This design comes from an exercise in tuning for small area on the open sky130 flow, not from production work.
In this exercise RTL edits were held to simulation tests only and were not proved equivalent to the original.
Power figures rest on the tool's default switching activity, not on a simulated workload.

File: config.mk
export PLATFORM = sky130hd
export DESIGN_NAME = cpu_eu_pipe
export DESIGN_NICKNAME = cpu_eu_pipe
export VERILOG_FILES = /design/flow/design.v
export SDC_FILE = /design/flow/constraint.sdc
export NUM_CORES = 4
export LEC_CHECK = 0
export CAP_MARGIN = 20
export CORE_MARGIN = 2
export CORE_UTILIZATION = 30
export SETUP_SLACK_MARGIN = 0.4
export SLEW_MARGIN = 20
File: constraint.sdc
create_clock -name core_clock -period 7.5 [get_ports {clk}]
set_input_delay 1.5000 -clock core_clock [delete_from_list [all_inputs] [get_ports {clk}]]
set_output_delay 1.5000 -clock core_clock [all_outputs]
set_load 0.01 [all_outputs]
File: design.v
package cpu_eu_pkg;
    localparam logic [1:0] ALUOP_ADD   = 2'b00;
    localparam logic [1:0] ALUOP_SUB   = 2'b01;
    localparam logic [1:0] ALUOP_FUNCT = 2'b10;
    localparam logic [1:0] ALUOP_OR    = 2'b11;
    localparam logic [5:0] FUNCT_ADD = 6'h20;
    localparam logic [5:0] FUNCT_SUB = 6'h22;
    localparam logic [5:0] FUNCT_AND = 6'h24;
    localparam logic [5:0] FUNCT_OR  = 6'h25;
    localparam logic [5:0] FUNCT_NOR = 6'h27;
    localparam logic [5:0] FUNCT_SLT = 6'h2A;
    typedef enum logic [1:0] {
        S2_EMPTY = 2'd0,
        S2_WB    = 2'd1,
        S2_MEM   = 2'd2
    } s2_state_e;
    typedef enum logic [2:0] {
        ALU_ADD = 3'd0,
        ALU_SUB = 3'd1,
        ALU_AND = 3'd2,
        ALU_OR  = 3'd3,
        ALU_NOR = 3'd4,
        ALU_SLT = 3'd5
    } alu_ctrl_e;
    function automatic cpu_eu_pkg::alu_ctrl_e alu_decode(input logic [1:0] aluop, input logic [5:0] funct);
        cpu_eu_pkg::alu_ctrl_e ctrl;
        ctrl = cpu_eu_pkg::ALU_ADD;
        case (aluop)
            cpu_eu_pkg::ALUOP_SUB: ctrl = cpu_eu_pkg::ALU_SUB;
            cpu_eu_pkg::ALUOP_OR:  ctrl = cpu_eu_pkg::ALU_OR;
            cpu_eu_pkg::ALUOP_FUNCT: begin
                case (funct)
                    cpu_eu_pkg::FUNCT_SUB: ctrl = cpu_eu_pkg::ALU_SUB;
                    cpu_eu_pkg::FUNCT_AND: ctrl = cpu_eu_pkg::ALU_AND;
                    cpu_eu_pkg::FUNCT_OR:  ctrl = cpu_eu_pkg::ALU_OR;
                    cpu_eu_pkg::FUNCT_NOR: ctrl = cpu_eu_pkg::ALU_NOR;
                    cpu_eu_pkg::FUNCT_SLT: ctrl = cpu_eu_pkg::ALU_SLT;
                    default:   ctrl = cpu_eu_pkg::ALU_ADD;
                endcase
            end
            default: ctrl = cpu_eu_pkg::ALU_ADD;
        endcase
        alu_decode = ctrl;
    endfunction
endpackage
module cpu_eu_alu
#(
    parameter int DW = 32
) (
    input  logic [DW-1:0] i_a,
    input  logic [DW-1:0] i_b,
    input  logic [1:0]    i_aluop,
    input  logic [5:0]    i_funct,
    output logic [DW-1:0] o_result
);
    cpu_eu_pkg::alu_ctrl_e w_ctrl;
    assign w_ctrl = cpu_eu_pkg::alu_decode(i_aluop, i_funct);
    always_comb begin
        o_result = i_a + i_b;
        case (w_ctrl)
            cpu_eu_pkg::ALU_SUB: o_result = i_a - i_b;
            cpu_eu_pkg::ALU_AND: o_result = i_a & i_b;
            cpu_eu_pkg::ALU_OR:  o_result = i_a | i_b;
            cpu_eu_pkg::ALU_NOR: o_result = ~(i_a | i_b);
            cpu_eu_pkg::ALU_SLT: o_result = ($signed(i_a) < $signed(i_b)) ? DW'(1) : '0;
            default: o_result = i_a + i_b;
        endcase
    end
endmodule
module cpu_eu_pipe
#(
    parameter int DW   = 32,
    parameter int NREG = 32
) (
    input  logic          clk,
    input  logic          reset_n,
    input  logic          in_valid,
    output logic          in_ready,
    input  logic          RegDst,
    input  logic          ALUSrc,
    input  logic          RegWrite,
    input  logic          MemtoReg,
    input  logic          MemRead,
    input  logic          MemWrite,
    input  logic [1:0]    ALUOp,
    input  logic [25:0]   Instruction,
    output logic          ram_req,
    output logic          ram_we,
    output logic [DW-1:0] ram_addr,
    output logic [DW-1:0] ram_wdata,
    input  logic [DW-1:0] ram_rdata,
    input  logic          ram_ack,
    output logic          zero,
    output logic          busy
);
    localparam int AW = $clog2(NREG);
    logic [DW-1:0] r_regs [NREG];
    cpu_eu_pkg::s2_state_e     r_state;
    cpu_eu_pkg::s2_state_e     w_next_state;
    logic [DW-1:0] r_alu;
    logic [DW-1:0] r_rtdata;
    logic [AW-1:0] r_dst;
    logic          r_regwrite;
    logic          r_memtoreg;
    logic          r_store;
    logic          r_zero;
    logic [AW-1:0] w_rs;
    logic [AW-1:0] w_rt;
    logic [AW-1:0] w_rd;
    logic [DW-1:0] w_rs_data;
    logic [DW-1:0] w_rt_data;
    logic [DW-1:0] w_imm;
    logic [DW-1:0] w_alu_b;
    logic [DW-1:0] w_alu_res;
    logic signed [15:0] w_imm16;
    logic          w_accept;
    logic          w_wr_en;
    logic [DW-1:0] w_wr_data;
    assign w_rs     = Instruction[21 +: AW];
    assign w_rt     = Instruction[16 +: AW];
    assign w_rd     = Instruction[11 +: AW];
    assign w_imm16  = $signed(Instruction[15:0]);
    assign w_imm    = DW'(w_imm16);
    assign w_accept = in_valid && (r_state != cpu_eu_pkg::S2_MEM);
    assign w_rs_data = (w_rs == '0) ? '0 :
                       (w_wr_en && (r_dst == w_rs)) ? w_wr_data : r_regs[w_rs];
    assign w_rt_data = (w_rt == '0) ? '0 :
                       (w_wr_en && (r_dst == w_rt)) ? w_wr_data : r_regs[w_rt];
    assign w_alu_b   = ALUSrc ? w_imm : w_rt_data;
    cpu_eu_alu #(.DW(DW)) u_alu (
        .i_a      (w_rs_data),
        .i_b      (w_alu_b),
        .i_aluop  (ALUOp),
        .i_funct  (Instruction[5:0]),
        .o_result (w_alu_res)
    );
    always_ff @(posedge clk or negedge reset_n) begin
        if (!reset_n) begin
            r_state <= cpu_eu_pkg::S2_EMPTY;
        end else begin
            r_state <= w_next_state;
        end
    end
    always_comb begin
        w_next_state = cpu_eu_pkg::S2_EMPTY;
        if (w_accept) begin
            if (MemRead || MemWrite) begin
                w_next_state = cpu_eu_pkg::S2_MEM;
            end else if (RegWrite) begin
                w_next_state = cpu_eu_pkg::S2_WB;
            end
        end else if ((r_state == cpu_eu_pkg::S2_MEM) && !ram_ack) begin
            w_next_state = cpu_eu_pkg::S2_MEM;
        end
    end
    always_comb begin
        in_ready = (r_state != cpu_eu_pkg::S2_MEM);
        busy     = (r_state != cpu_eu_pkg::S2_EMPTY);
        ram_req  = (r_state == cpu_eu_pkg::S2_MEM);
        ram_we   = (r_state == cpu_eu_pkg::S2_MEM) && r_store;
        w_wr_en      = 1'b0;
        w_wr_data    = r_alu;
        case (r_state)
            cpu_eu_pkg::S2_WB: w_wr_en = r_regwrite && (r_dst != '0);
            cpu_eu_pkg::S2_MEM: begin
                w_wr_en = ram_ack && !r_store && r_regwrite && (r_dst != '0);
                if (r_memtoreg) begin
                    w_wr_data = ram_rdata;
                end
            end
            default: w_wr_en = 1'b0;
        endcase
    end
    assign ram_addr  = r_alu;
    assign ram_wdata = r_rtdata;
    assign zero      = r_zero;
    always_ff @(posedge clk or negedge reset_n) begin
        if (!reset_n) begin
            r_alu      <= '0;
            r_rtdata   <= '0;
            r_dst      <= '0;
            r_regwrite <= 1'b0;
            r_memtoreg <= 1'b0;
            r_store    <= 1'b0;
            r_zero     <= 1'b0;
        end else if (w_accept) begin
            r_alu      <= w_alu_res;
            r_rtdata   <= w_rt_data;
            r_dst      <= RegDst ? w_rd : w_rt;
            r_regwrite <= RegWrite;
            r_memtoreg <= MemtoReg;
            r_store    <= MemWrite;
            r_zero     <= (w_alu_res == '0);
        end
    end
    always_ff @(posedge clk or negedge reset_n) begin
        if (!reset_n) begin
            for (int i = 0; i < NREG; i++) begin
                r_regs[i] <= '0;
            end
        end else if (w_wr_en) begin
            r_regs[r_dst] <= w_wr_data;
        end
    end
endmodule
File: run.sh
#!/bin/bash
# synth_recipe.tcl (not shown) runs the flow's synth.tcl, then flattens the netlist and writes it again
# the make line also repeats each setting of config.mk as NAME=value (left out here)
make -C /OpenROAD-flow-scripts/flow DESIGN_CONFIG=/design/flow/config.mk WORK_HOME=/design/flow/orfs CLKGATE_MAP_FILE= SYNTH_SCRIPT=/design/flow/synth_recipe.tcl finish
==> run notes <==
Run status:
- The flow ran to the end and the layout has no timing, DRC or antenna violations.

Global routing:
- The number of antenna violations at the first check in global routing is 15.
- The number of global-route vias before repair is 60.2k.
- The global-route wire length before repair is 476 mm.
- The overall track demand over capacity in global routing is 0.338.
- Entering global routing, the biggest net connects approximately 170 pins.
- Global routing finished with a remaining overflow of 0.

Placed design:
- The post-detailed-placement cell area is 0.0712 mm2.
- In this run the tool buffered the top-level ports with 138 buffer cells.
- The total half-perimeter wirelength after legalization and detailed placement is 238 mm.
- The routability-driven placement congestion ratio is 1.07.

Worst hold path:
- The worst hold path was traced through 2 stages.
- For hold timing, the worst endpoint is r_rtdata[11]$_DFFE_PN0P_.
- The class of the tightest hold or removal check is reg2reg.
- The startpoint identified for the worst hold timing path is r_rtdata[11]$_DFFE_PN0P_.

Setup path:
- The reg-to-reg startpoint is r_dst[0]$_DFFE_PN0P_.
- The endpoint type of the worst setup path is a register.
- The critical path launch point is Instruction[17].
- Data on the critical path arrives at its endpoint at a little under 8 ns.
- Across all register-to-register paths, the minimum setup slack is 1.12 ns.
- The terminus of the critical flop-to-flop path is r_zero$_DFFE_PN0P_.
- The element type at the critical path start is an input pin.
- Along the worst path, the maximum fanout reaches 13.
- The category of the critical setup timing path is in2reg.
- STA puts the critical path data required time at roughly 8 ns.
- Measured in cells, the most critical reg-to-reg path has a length of 27.

Clock network:
- The clock-pin slew reported for the worst setup and hold paths after clock tree synthesis is 0.06 ns.
- The CTS H-tree depth is 3.
- In this run the clock root is driven by a sky130_fd_sc_hd__clkbuf_16.
- The clock net in this run drives a total of approximately 1.1k sinks.
- The TritonCTS clock tree is yes.
- The number of CTS-inserted buffers is 121.
- For the worst-skew pair, the clock arrives at the later sink with an insertion delay of 0.83 ns.
- The maximum number of buffers from clock root to sink is 3.

Yosys:
- The sequential fraction of the synthesis area is 0.461.
- The cell count after synthesis came out at 6765.
- The unique cell type count in the Yosys netlist is roughly 110.
- A synthesized cell averages 8.56 um2.
- The cell area after synthesis is 0.0579 mm2.
- Counting flops with an async set or reset pin after synthesis yields a share of 1.00.
- Yosys printed 3 warnings.
- The number of register bits inferred by synthesis is 1067.
- In this run, synthesis inferred 0 flip-flops with an integrated enable.
- The most used flip-flop cell after synthesis is sky130_fd_sc_hd__dfrtp_1.
- The number of nets in the synthesized netlist is 6940.

Finish:
- At the end of the flow, the number of nets in the layout was 7811.
- Compared with the post-synthesis result, the final layout area differs by 33.4%.
- Across the whole layout, storage elements account for 0.0267 mm2.
- In the final layout, the share of cells above drive strength 1 is 0.226.
- The finished cells cover 0.0772 mm2.
- At the end of the flow the core is filled with cells to 0.402.
- The filler cells instantiated in the layout total between 15k and 20k.
- Summing all multi-input logic gate instances after layout gives 0.0300 mm2.
- The library cells used most frequently in the layout, excluding fill and tap cells, are 1290 x sky130_fd_sc_hd__nand2_1, 1078 x sky130_fd_sc_hd__o21ai_0, 1067 x sky130_fd_sc_hd__dfrtp_1.
- Leaving out fill and tap cells, the most frequent cell in the layout is sky130_fd_sc_hd__nand2_1.

Drt:
- The total wire length is 344 mm.
- The first TritonRoute pass finished after 10 iterations.
- Summing over every cut layer, the via total after detailed routing is 63.7k.
- The uppermost layer routed is met5.
- The detailed router put a total of 132 mm of wire on met1.
- Dividing the detail-routed wire length by the instance count gives 33.5 um.
- The remaining number of nets flagged by the antenna check after routing is 0.
- The met3 routed wirelength is 42.8 mm.
- In the detailed route, the total length drawn on met2 is 142 mm.
- The remaining routing DRC violations is 0.
- The via density per instance is 6.20.
- The count of routing violations after the opening detailed-route iteration is ~11k.

STA:
- The maximum clock frequency is between 100 and 150 MHz.
- Setup repair after global routing left no endpoint under its margin.
- The final count of pins violating max slew came to 0.
- For the pin with the worst max-slew slack, the measured transition is 1.25 ns.
- The final number of hold-violating endpoints came to 0.
- The final critical delay including setup and external delays is 7.02 ns.
- The fraction of the cycle the final worst path needs is 0.936.
- Setup violations remaining at the end of the flow were counted as 0.
- Hold is met by 0.478 ns.
- The worst slew slack as a fraction of its limit is 0.166.
- The setup total negative slack is 0 ns.
- Between clock sinks in the finished design, the worst skew comes to around 0.046 ns.

Flow run:
- The number of max-capacitance violations reported is 0.

Floorplanning:
- The floorplan step defined a core boundary enclosing 0.192 mm2.
- The initialized floorplan defines 161 standard-cell rows.
- The y dimension of the die is between 400 and 500 um.
- Measured along the x axis, the die boundary spans 443 um.
- For this configuration, the core starts out at a cell density of 0.301.
- The die covers 0.197 mm2.
- Pin placement for this block handled 139 I/O pins.

Pwr:
- The analysis attributes to cell leakage a power of 34.3 nW.
- IR analysis of the VDD net gives a maximum drop of 0.207 mV.
- After layout, the design draws a total of 22.0 mW.
- The areal power density over the cells is ~280 mW/mm2.
synthesized netlist by cell type, drive strengths merged, types with 20 or more instances:
master / count / area (um2)
nor3: 83 / 415
or4: 23 / 173
and4: 27 / 236
and3: 62 / 393
a222oi: 58 / 581
nand4: 158 / 1000
o211ai: 46 / 365
a2111oi: 28 / 300
a21oi: 224 / 1130
and2: 20 / 128
inv: 133 / 499
a211oi: 22 / 180
a21o: 21 / 158
nor2: 334 / 1260
nand3b: 26 / 195
a22oi: 757 / 5690
clkbuf: 521 / 1960
o22ai: 23 / 144
mux2i: 69 / 691
or3: 34 / 218
nand3: 65 / 325
nand2: 1317 / 4940
o21ai: 1102 / 5530
nor4: 25 / 171
dfrtp: 1067 / 26700
buf: 93 / 470
nor2b: 23 / 151
ha: 103 / 1290
registers in the layout, summed over array words and instances (netlist names):
signal and flops:
r_dst 5, r_store 1, r_zero 1, r_memtoreg 1
r_state 2, r_rtdata 32, r_regs 992, r_alu 32
r_regwrite 1
where the power goes:
| part | switching, mW | internal (mW) |
|---|---|---|
| registers | 1.74 | 7.17 |
| clock network | 2.72 | 3.62 |
| logic | 4.06 | 2.68 |
| total | 8.52 | 13.5 |
kinds of logic after synthesis:
| kind of cell | synth area share |
|---|---|
| muxes | 0.0132 |
| adders and majority gates | 0.0229 |
| DFF | 0.461 |
| AOI/OAI and AO/OA | 0.272 |
| buffers and inverters | 0.0506 |
| and+or+nand+nor | 0.176 |
| xor gates and xnor gates | 0.00439 |
metrics by stage:
stage | instances | setup WS (ns)
finish | 10300 | 0.481
floorplan | 6765 | 0.908
detailed placement | 9945 | -0.810
global route | 10300 | 0.363
global placement | 9945 | -0.842
CTS | 10200 | 0.400
layer usage:
metal | up-vias | global-route usage
li1 | 26300 | -
met1 | 30900 | 0.436
met2 | 4990 | 0.489
met3 | 1449 | 0.108
met4 | 18 | 0.213
met5 | - | 0
area by class of cell:
type,instances,share of cell area
Timing Repair Buffer,1362,0.165
Tap cell,2526,0.0409
Sequential cell,1067,0.346
Clock inverter,47,0.00812
Inverter,135,0.00661
Clock buffer,178,0.0459
Antenna cell,6,0.000194
Multi-Input combinational cell,4949,0.388
worst max-delay path: stages:
cell                              delay (ns)
sky130_fd_sc_hd__clkdlybuf4s50_1        0.45
sky130_fd_sc_hd__buf_12                 0.17
sky130_fd_sc_hd__or3_4                  0.40
sky130_fd_sc_hd__buf_4                  0.18
sky130_fd_sc_hd__nor2_4                 0.17
sky130_fd_sc_hd__buf_12                 0.18
sky130_fd_sc_hd__buf_4                  0.14
sky130_fd_sc_hd__a22oi_1                0.07
sky130_fd_sc_hd__and4_1                 0.20
sky130_fd_sc_hd__nand4_1                0.13
sky130_fd_sc_hd__nor4_4                 0.09
sky130_fd_sc_hd__nor3_1                 0.78
sky130_fd_sc_hd__a2bb2oi_1              0.37
sky130_fd_sc_hd__a21oi_1                0.20
sky130_fd_sc_hd__ha_1                   0.33
sky130_fd_sc_hd__or4_1                  0.62
sky130_fd_sc_hd__nor4_4                 0.35
sky130_fd_sc_hd__nor2_2                 0.11
sky130_fd_sc_hd__o311ai_2               0.24
sky130_fd_sc_hd__a21oi_1                0.14
sky130_fd_sc_hd__nor4b_2                0.28
sky130_fd_sc_hd__o311a_1                0.28
sky130_fd_sc_hd__nand4_1                0.16
sky130_fd_sc_hd__o21ai_1                0.15
timing repair:
item,4_1_cts,5_1_grt
hold buffers,0,0
setup buffers,32,61
pin swaps,18,88
resized for setup,33,167
endpoints found under the setup margin,4,11
worst max path at each step:
| stage | end | cells after the start | slack (ns) |
|---|---|---|---|
| after detailed placement | r_zero$_DFFE_PN0P_ | 30 | -0.81 |
| after CTS | r_zero$_DFFE_PN0P_ | 30 | 0.40 |
| after global routing | r_zero$_DFFE_PN0P_ | 33 | 0.36 |
| after floorplan | r_zero$_DFFE_PN0P_ | 27 | 0.91 |
| final | r_zero$_DFFE_PN0P_ | 24 | 0.48 |
| after global placement | r_zero$_DFFE_PN0P_ | 30 | -0.84 |

-- re-timing with driven ports --
No port has a modelled driver above. Below, the same layout with a new extraction and two added sets of constraints. Step 1, drivers: a clkbuf_16 drives clk and a buf_2 each remaining input, both assumed. Step 2 also shifts input and output timing later by t, the mid clock arrival at the registers, as if the neighbouring blocks saw the same clock. Three values: no drivers, after step 1, after step 2; two values: the first two.
t (ns): 0.893
setup WS [ns]: 0.481 / 0.550 / -0.343
slew at the worst register clock pin (ns): 0.07 / 0.07
cell pins on the clock port's net: 1
Met with ideal ports but missed after step 2: setup timing in this run. The setup slack of this run moves by +0.069 ns with the drivers and by -0.824 ns with both steps.
